This design comes from an exercise in tuning for small area, a short achievable clock period and few clock cycles on the open sky130 flow, not from production work.
Function was checked by simulation only, so behaviour that the tests miss may differ from the original.
Power figures rest on the tool's default switching activity, not on a simulated workload.

## try-ember
## bus_ram_responder
module bus_ram_responder #(
  parameter int          DEPTH       = 64,
  parameter logic [31:0] BASE_ADDR   = 32'h1000_0000,
  parameter int          WAIT_CYCLES = 0
) (
  input  logic        clk,
  input  logic        reset,
  input  logic        busReq,
  input  logic        busWe,
  input  logic [31:0] busAddr,
  input  logic [2:0]  busFunct3,
  input  logic [31:0] busWData,
  output logic [31:0] busRData,
  output logic        busReady,
  output logic        busErr
);
Size: about 4000 cells after synthesis, about 2100 flip-flops, about 110 I/O pins, about 75000 um^2 of cells after synthesis.
Settings: LEC_CHECK=0, CAP_MARGIN=20, CORE_MARGIN=2, CORE_UTILIZATION=60, CTS_CLUSTER_DIAMETER=100, CTS_CLUSTER_SIZE=25, PLACE_DENSITY=0.7, SETUP_SLACK_MARGIN=4.5, SLEW_MARGIN=45, SYNTH_HIERARCHICAL=1, SYNTH_MINIMUM_KEEP_SIZE=0; clock period 8.0 ns.
standard.sh (not shown) runs the stock make flow with config.mk's settings and CLKGATE_MAP_FILE= SYNTH_SCRIPT=/design/flow/synth_recipe.tcl, a recipe that flattens the netlist after the stock synthesis.
==> flow/flow/run.sh <==
#!/bin/bash
set -euo pipefail
bash standard.sh "BUFFER_PORTS_ARGS=-buffer_cell sky130_fd_sc_hd__buf_4" \
  "IO_CONSTRAINTS=$PWD/flow/io.tcl" finish > flow_make.log 2>&1
==> flow/flow/io.tcl <==
# Keep the pins of the paths with the shortest budget next to each other on
# the die edge: busAddr[31:8] -> busErr, and busReq/busWe -> busReady.
set_io_pin_constraint -group -order -pin_names {busAddr[8] busAddr[9] busAddr[10] busAddr[11] busAddr[12] busAddr[13] busAddr[14] busAddr[15] busAddr[16] busAddr[17] busAddr[18] busAddr[19] busErr busReady busReq busWe busAddr[20] busAddr[21] busAddr[22] busAddr[23] busAddr[24] busAddr[25] busAddr[26] busAddr[27] busAddr[28] busAddr[29] busAddr[30] busAddr[31]}
try-ember completed every stage of the flow, and the final layout passed the timing, design-rule and antenna checks.
Testbench counts of try-ember, summed over its fixed seeds: cycles 48,063.
Here is what was changed in the inputs of try-raven compared with try-ember.
Settings: changing PLACE_DENSITY from 0.7 to 0.65; changing CORE_UTILIZATION from 60 to 55.
==> flow/flow/run.sh <==
#!/bin/bash
set -euo pipefail
bash standard.sh "BUFFER_PORTS_ARGS=-buffer_cell sky130_fd_sc_hd__buf_4" finish > flow_make.log 2>&1
removed: flow/flow/io.tcl
Findings:
- Comparing try-ember with try-raven, the stage delay of the slowest cell on the critical path came out essentially unchanged.
- Synthesis-to-finish area growth in try-raven is 0.34 points below try-ember.
- Comparing try-ember and try-raven, the lower worst setup slack was measured on try-raven.
- Layer with the highest usage after global routing: met2 -> try-raven, met1 -> try-ember
- Delta (try-raven minus try-ember): clock skew after layout up 0.026 ns, number of sequential storage elements was more or less identical, sequential fraction of total cell area up 0.20 points, total power neither gained nor lost much.
- Of the two candidates, try-ember has the worse wire length after detailed routing and try-raven the better one.
Relative to try-raven, the following input files were edited for try-lagoon:
==> flow/flow/run.sh <==
#!/bin/bash
set -euo pipefail
bash standard.sh "BUFFER_PORTS_ARGS=-buffer_cell sky130_fd_sc_hd__buf_4" \
  "IO_CONSTRAINTS=$PWD/flow/io.tcl" finish > flow_make.log 2>&1
==> flow/flow/io.tcl (new file) <==
# Keep the pins of the paths with the shortest budget next to each other on
# the die edge: busAddr[31:8] -> busErr, and busReq/busWe -> busReady.
set_io_pin_constraint -group -order -pin_names {busAddr[8] busAddr[9] busAddr[10] busAddr[11] busAddr[12] busAddr[13] busAddr[14] busAddr[15] busAddr[16] busAddr[17] busAddr[18] busAddr[19] busErr busReady busReq busWe busAddr[20] busAddr[21] busAddr[22] busAddr[23] busAddr[24] busAddr[25] busAddr[26] busAddr[27] busAddr[28] busAddr[29] busAddr[30] busAddr[31]}
Findings:
The fraction of area in clock buffers and inverters on try-raven is in line with that on try-lagoon. Summary of try-lagoon over try-raven: count of vias placed by the detailed router went up, total setup buffers inserted after CTS went down. Master of the slowest instance on the critical path: nor2_2 -> try-raven, buf_6 -> try-lagoon. Summary: final area, try-lagoon worse than try-raven. Compared to try-raven, try-lagoon has sequential share of layout area 0.54 points lower. Looking only at amount of wire on met2 after detailed routing, and setting everything else aside, the lower value of try-lagoon and try-raven goes to try-raven.
## Diff of input files: try-tundra against try-lagoon
Settings: CORE_UTILIZATION: 55 -> 60; PLACE_DENSITY: 0.65 -> 0.7; SETUP_SLACK_MARGIN: 4.5 -> 4.4.
[summary]
Sort try-tundra and try-lagoon by total number of nets in the final design asc -> top: try-tundra. Looking at final instance area, try-tundra sits 2400 um^2 below try-lagoon. Met2 capacity usage during global routing essentially unchanged between try-tundra and try-lagoon. The combinational group share of total power in try-tundra was lower than what try-lagoon gave. Comparing try-tundra and try-lagoon, the lower total routing usage reported by global routing is on try-lagoon. Worst hold slack on try-tundra is ahead of try-lagoon. Taking try-lagoon as the reference point, the total via count after detailed routing of try-tundra falls by about 2%. On worst ir drop on vdd, the higher figure sits with try-lagoon, not try-tundra. try-tundra ended with less number of gates resized after cts than try-lagoon.

Starting RTL as in the previous note.
Settings: LEC_CHECK=0, CAP_MARGIN=20, CORE_MARGIN=2, CORE_UTILIZATION=55, CTS_CLUSTER_DIAMETER=100, CTS_CLUSTER_SIZE=25, PLACE_DENSITY=0.65, SETUP_SLACK_MARGIN=4.3, SLEW_MARGIN=45, SYNTH_HIERARCHICAL=1, SYNTH_MINIMUM_KEEP_SIZE=0; clock period 8.0 ns.
==> flow/flow/run.sh <==
#!/bin/bash
set -euo pipefail
bash standard.sh "BUFFER_PORTS_ARGS=-buffer_cell sky130_fd_sc_hd__buf_4" \
  "IO_CONSTRAINTS=$PWD/flow/io.tcl" finish > flow_make.log 2>&1
==> flow/flow/io.tcl <==
# Keep the pins of the paths with the shortest budget next to each other on
# the die edge: busAddr[31:8] -> busErr, and busReq/busWe -> busReady.
set_io_pin_constraint -group -order -pin_names {busAddr[8] busAddr[9] busAddr[10] busAddr[11] busAddr[12] busAddr[13] busAddr[14] busAddr[15] busAddr[16] busAddr[17] busAddr[18] busAddr[19] busErr busReady busReq busWe busAddr[20] busAddr[21] busAddr[22] busAddr[23] busAddr[24] busAddr[25] busAddr[26] busAddr[27] busAddr[28] busAddr[29] busAddr[30] busAddr[31]}
The first run passed the timing, design-rule and antenna checks.
Testbench counts at the start, summed over its fixed seeds: cycles 48,063.
Rerun with:
==> flow/flow/run.sh (replaced) <==
#!/bin/bash
set -euo pipefail
bash standard.sh "BUFFER_PORTS_ARGS=-buffer_cell sky130_fd_sc_hd__buf_4" finish > flow_make.log 2>&1
SETUP_SLACK_MARGIN = 4.5   (was 4.3)
SLEW_MARGIN = 70   (was 45)
removed: flow/flow/io.tcl
Die area is unchanged. Register-to-register slack improves by 190 ps. Non-clock buffer count rises by 188. Worst hold slack improves by 37 ps. Worst setup slack improves by 38 ps. Routed wire length increases by a few percent. Sequential share of layout area is lower by 3.2 points. Core utilization went up by 2.9 points. Final cell count increases by a few percent. Clock power stays flat.
Rerun with:
==> flow/flow/run.sh (replaced) <==
#!/bin/bash
set -euo pipefail
bash standard.sh "BUFFER_PORTS_ARGS=-buffer_cell sky130_fd_sc_hd__buf_4" \
  "IO_CONSTRAINTS=$PWD/flow/io.tcl" finish > flow_make.log 2>&1
==> flow/flow/io.tcl (new file) <==
# Keep the pins of the paths with the shortest budget next to each other on
# the die edge: busAddr[31:8] -> busErr, and busReq/busWe -> busReady.
set_io_pin_constraint -group -order -pin_names {busAddr[8] busAddr[9] busAddr[10] busAddr[11] busAddr[12] busAddr[13] busAddr[14] busAddr[15] busAddr[16] busAddr[17] busAddr[18] busAddr[19] busErr busReady busReq busWe busAddr[20] busAddr[21] busAddr[22] busAddr[23] busAddr[24] busAddr[25] busAddr[26] busAddr[27] busAddr[28] busAddr[29] busAddr[30] busAddr[31]}
CORE_UTILIZATION = 60   (was 55)
PLACE_DENSITY = 0.7   (was 0.65)
SETUP_SLACK_MARGIN = 4.3   (was 4.5)
SLEW_MARGIN = 45   (was 70)
Effect:
- worst setup slack loses 73 ps
- maximum frequency came out lower by 1.9%
- register-to-register slack loses 190 ps
- critical path depth came out lower by 1
- sequential share of layout area came out higher by 3.9 points
- non-clock buffer count came out lower by 234
- sequential power is about the same
- total power came out lower by 1.4%
- core utilization came out higher by 1.7 points

## what the ideal ports hide
In the flow no input, the clock included, has a driving cell. The finished layouts below were timed again as built, in two steps. Step 1, drivers: a clkbuf_16 drives clk and a buf_2 each remaining input, both assumed. Step 2 adds t to the input delays and takes it off the output delays; t is the mean of the earliest and latest rising clock arrival at the registers after step 1. Input paths then give back, and output paths get back, about the clock's delay inside the block. a / b / c = ideal ports / drivers / drivers and shift; a / b = the first two.
run | t (ns) | setup WS [ns] | worst setup path at the end | worst register clock-pin slew, ns | cell pins on the clock port's net
try-ember | 0.795 | 4.211 / 4.174 / 3.622 | input to register | 0.11 / 0.11 | 1
try-raven | 0.828 | 4.206 / 4.160 / 3.586 | input to register | 0.10 / 0.10 | 1
try-lagoon | 0.825 | 4.217 / 4.175 / 3.619 | input to register | 0.11 / 0.11 | 1
try-tundra | 0.795 | 4.205 / 4.161 / 3.568 | input to register | 0.10 / 0.10 | 1
the first run of note 2 | 0.808 | 4.182 / 4.147 / 3.363 | input to register | 0.11 / 0.11 | 1
the second run of note 2 | 0.824 | 4.221 / 4.173 / 3.612 | input to register | 0.10 / 0.10 | 1
the third run of note 2 | 0.798 | 4.147 / 4.070 / 3.272 | input to register | 0.11 / 0.11 | 1
After both steps setup and hold are still met in every run listed. The setup slack of the third run of note 2, which loses most, moves by -0.077 ns with the drivers and by -0.875 ns with both steps.
